What follows belongs to an exercise in optimizing a design on an open flow for small area; a production flow would make more cautious choices. In this exercise RTL edits were held to simulation tests only and were not proved equivalent to the original. No activity file was given, so power comes from the tool's default toggle rates.

== build 83 ==
Design axis_to_seg_top, start of the top module:
module axis_to_seg_top #(
    parameter int NUM_CH    = 2,
    parameter int ING_DEPTH = 16,
    parameter int EGR_DEPTH = 16
) (
    input  logic               aclk,
    input  logic               local_rstn,
    input  logic [NUM_CH-1:0]  ing_valid,
    output logic [NUM_CH-1:0]  ing_ready,
    input  logic [NUM_CH*seg_pkg::ING_BEAT_W-1:0] ing_beat,   
    output logic [NUM_CH-1:0]  seg_valid,
    input  logic [NUM_CH-1:0]  seg_ready,
    output logic [NUM_CH*seg_pkg::CH_SEG_W-1:0]   seg_out,    
    output seg_pkg::seg_tid_t  seg_tid,
    output logic               err_alignment
);
    localparam int MIN_FILL = ING_DEPTH / 4;
    logic [NUM_CH-1:0] head_valid;
    logic [NUM_CH-1:0] level_ok;
    logic [NUM_CH-1:0] almost_full;
    logic              pop;           
    logic [NUM_CH*seg_pkg::XFER_ID_W-1:0] head_xfer_id;
    logic [NUM_CH-1:0]                   head_alt_ne;
    logic [NUM_CH*seg_pkg::SEG_TID_W-1:0] head_seg_tid;
    for (genvar ch = 0; ch < NUM_CH; ch++) begin : gen_ch
        seg_channel #(
            .ING_DEPTH (ING_DEPTH),
            .EGR_DEPTH (EGR_DEPTH),
            .MIN_FILL  (MIN_FILL)
        ) u_channel (
            .aclk            (aclk),
            .local_rstn      (local_rstn),
            .ing_valid       (ing_valid[ch]),
            .ing_ready       (ing_ready[ch]),
            .ing_beat        (ing_beat[ch*seg_pkg::ING_BEAT_W +: seg_pkg::ING_BEAT_W]),
            .pop             (pop),
            .ing_head_valid  (head_valid[ch]),
            .ing_level_ok    (level_ok[ch]),
            .egr_almost_full (almost_full[ch]),
            .seg_valid       (seg_valid[ch]),
            .seg_ready       (seg_ready[ch]),
            .seg_out         (seg_out[ch*seg_pkg::CH_SEG_W +: seg_pkg::CH_SEG_W]),
            .head_xfer_id    (head_xfer_id[ch*seg_pkg::XFER_ID_W +: seg_pkg::XFER_ID_W]),
            .head_alt_ne     (head_alt_ne[ch]),
            .head_seg_tid    (head_seg_tid[ch*seg_pkg::SEG_TID_W +: seg_pkg::SEG_TID_W])
        );
    end
    drain_ctrl #(
        .NUM_CH   (NUM_CH),
        .MIN_FILL (MIN_FILL)
    ) u_drain (
        .aclk        (aclk),
        .local_rstn  (local_rstn),
        .head_valid  (head_valid),
        .level_ok    (level_ok),
        .almost_full (almost_full),
        .pop         (pop)
  ...
For scale: ~9500 cells after synthesis, ~5200 flip-flops, roughly 180000 µm² of cells after synthesis.
clock: 6.0 ns
lec_check: 0
cap_margin: 20
core_margin: 2
core_utilization: 66
slew_margin: 20
standard.sh (not shown) runs the stock make flow with config.mk's settings and CLKGATE_MAP_FILE= SYNTH_SCRIPT=/design/flow/synth_recipe.tcl, a recipe that flattens the netlist after the stock synthesis.
==> flow/flow/run.sh <==
#!/bin/bash
# Standard ORFS layout (the standard.sh, standard synthesis unchanged) with two changes:
#  - ports are buffered with sky130_fd_sc_hd__buf_1 instead of the default pick, a delay cell;
#  - CTS uses clkbuf_8 with smaller sink clusters and no dummy loads.
set -euo pipefail
CTS="-sink_clustering_enable -repair_clock_nets -sink_clustering_size 16 -sink_clustering_max_diameter 45 -buf_list sky130_fd_sc_hd__clkbuf_8 -dont_use_dummy_load"
bash standard.sh "CTS_ARGS=$CTS" "BUFFER_PORTS_ARGS=-buffer_cell sky130_fd_sc_hd__buf_1" finish > standard_finish.log 2>&1
Build 83: all stages complete, timing, DRC and antenna checks passed
The following lists how build 87 was set up differently from build 83:
Settings: swapping 66 for 60 in CORE_UTILIZATION.
diff --git a/flow/flow/run.sh b/flow/flow/run.sh
--- a/flow/flow/run.sh
+++ b/flow/flow/run.sh
@@ -5,3 +5,3 @@
 set -euo pipefail
-CTS="-sink_clustering_enable -repair_clock_nets -sink_clustering_size 16 -sink_clustering_max_diameter 45 -buf_list sky130_fd_sc_hd__clkbuf_8 -dont_use_dummy_load"
+CTS="-sink_clustering_enable -repair_clock_nets -sink_clustering_size 18 -sink_clustering_max_diameter 50 -buf_list sky130_fd_sc_hd__clkbuf_8 -dont_use_dummy_load"
 bash standard.sh "CTS_ARGS=$CTS" "BUFFER_PORTS_ARGS=-buffer_cell sky130_fd_sc_hd__buf_1" finish > standard_finish.log 2>&1
--- outcome ---
Taking build 83 as the reference, in build 87 register-to-register slack rose 0.08 ns, switching share of power grew by 0.22 points.
The sequential share of layout area was comparable across build 87 and build 83.
Build 83 has a lower count of placed standard cells in the final layout, fillers left out than build 87.
Cell type of the slowest stage on the worst timing path = sky130_fd_sc_hd__or4_1: build 87; cell type of the slowest stage on the worst timing path = sky130_fd_sc_hd__dfxtp_4: build 83
Changes in build 61 relative to build 87:
Settings: CTS_CLUSTER_SIZE: unset -> 16; CTS_BUF_LIST: unset -> sky130_fd_sc_hd__clkbuf_8; CTS_CLUSTER_DIAMETER: unset -> 45.
==> flow/run.sh (new file) <==
#!/bin/bash
# synth_recipe.tcl (not shown) runs the flow's synth.tcl, then flattens the netlist and writes it again
# the make line also repeats each setting of config.mk as NAME=value (left out here)
make -C /OpenROAD-flow-scripts/flow DESIGN_CONFIG=/design/flow/config.mk WORK_HOME=/design/flow/orfs CLKGATE_MAP_FILE= SYNTH_SCRIPT=/design/flow/synth_recipe.tcl finish
removed: flow/flow/run.sh
removed: flow/standard.sh
### Flow results
Build 87 reached the final stage; the timing, design-rule and antenna checks on its layout passed.
Build 61: PASS, flow complete, no timing, DRC or antenna violations
Looking at build 87 and build 61, the multi-input gate area in the final layout is a wash.
Compared with build 87, build 61 degrades cell internal power dissipation.
Compared with build 87, detailed-route wire length on metal 1 in build 61 decreased slightly.
Compared to build 87, build 61 shows a narrower setup margin.
Going from build 87 to build 61, antenna cell count climbed about 40%, clock latency of the later-clocked register in the worst-skew pair has increased.
The following lists how build 8 was set up differently from build 61:
Settings: CTS_CLUSTER_SIZE no longer set, was 16; CTS_BUF_LIST no longer set, was sky130_fd_sc_hd__clkbuf_8; CTS_CLUSTER_DIAMETER no longer set, was 45.
==> flow/flow/run.sh (new file) <==
#!/bin/bash
# Standard ORFS layout (the standard.sh, standard synthesis unchanged) with two changes:
#  - ports are buffered with sky130_fd_sc_hd__buf_1 instead of the default pick, a delay cell;
#  - CTS uses clkbuf_8 with smaller sink clusters and no dummy loads.
set -euo pipefail
CTS="-sink_clustering_enable -repair_clock_nets -sink_clustering_size 16 -sink_clustering_max_diameter 45 -buf_list sky130_fd_sc_hd__clkbuf_8 -dont_use_dummy_load"
bash standard.sh "CTS_ARGS=$CTS" "BUFFER_PORTS_ARGS=-buffer_cell sky130_fd_sc_hd__buf_1" finish > standard_finish.log 2>&1
==> flow/standard.sh (new file) <==
#!/bin/bash
# synth_recipe.tcl (not shown) runs the flow's synth.tcl, then flattens the netlist and writes it again
# the make line also repeats each setting of config.mk as NAME=value (left out here)
make -C /OpenROAD-flow-scripts/flow DESIGN_CONFIG=/design/flow/config.mk WORK_HOME=/design/flow/orfs CLKGATE_MAP_FILE= SYNTH_SCRIPT=/design/flow/synth_recipe.tcl "${@:-finish}"
removed: flow/run.sh
[summary]
Between build 8 and build 61, the difference in combinational fraction of design power is negligible.
Of build 8 and build 61, the lower via count belongs to build 8.
Die outline height: build 61 vs build 8 identical
On delay contributed by the slowest stage of the critical path, the lower figure sits with build 61, not build 8.
Changes observed in build 8 relative to build 61: antenna diode count fell by 3.4%, proportion of cell area occupied by multi-input gates has increased, wire length shrank by 0.63%, leakage power summed over all cells decreased 3.1 nW.
For build 78, these inputs were changed with respect to build 8:
Settings: swapping 60 for 66 in CORE_UTILIZATION.
==> flow/flow/run.sh <==
#!/bin/bash
# Standard ORFS layout (the standard.sh, standard synthesis unchanged) with two changes:
#  - ports are buffered with sky130_fd_sc_hd__buf_1 instead of the default pick, a delay cell;
#  - CTS uses clkbuf_8 with sink clusters of at most 18 sinks and 50 um and no dummy loads.
set -euo pipefail
CTS="-sink_clustering_enable -repair_clock_nets -sink_clustering_size 18 -sink_clustering_max_diameter 50 -buf_list sky130_fd_sc_hd__clkbuf_8 -dont_use_dummy_load"
bash standard.sh "CTS_ARGS=$CTS" "BUFFER_PORTS_ARGS=-buffer_cell sky130_fd_sc_hd__buf_1" finish > standard_finish.log 2>&1
Notes after the runs:
Changes observed in build 78 relative to build 8: final worst-path setup slack now sits higher; final worst hold slack now sits higher; remaining antenna violation count after routing now sits at about the same level; met3 wire length now sits higher.
Build 78 ran to completion and came out clean on the timing, design-rule and antenna checks.

[static timing again, ports no longer ideal]
The results above use ideal ports. As a check the final layouts listed here were re-extracted and re-timed, cells and wires unchanged. Step 1 (the two cells are an assumption about what drives the block):
set clk [get_ports {aclk}]
set_driving_cell -lib_cell sky130_fd_sc_hd__clkbuf_16 $clk
set_driving_cell -lib_cell sky130_fd_sc_hd__buf_2 [delete_from_list [all_inputs] $clk]
Step 2, shift: input delay + t, output delay - t, t = (earliest + latest rising clock arrival at the registers) / 2. This alone moves slack from input paths to output paths. Three values: ideal, step 1, step 2; two values: the first two.
run	shift t [ns]	slack for setup (ns)	worst setup path at the end	latest minus earliest clock arrival (ns)	pins driven straight from the clock port
build 83	1.280	0.853 / 0.753 / 1.490	input to register	0.092 / 0.092	1
build 87	1.250	0.895 / 0.783 / 1.483	input to register	0.104 / 0.104	1
build 61	1.296	0.425 / 0.320 / 1.187	input to register	0.091 / 0.092	1
build 8	1.307	0.789 / 0.702 / 1.493	input to register	0.094 / 0.094	1
build 78	1.225	0.883 / 0.782 / 1.497	input to register	0.094 / 0.094	1
After both steps every run listed still meets setup and hold.
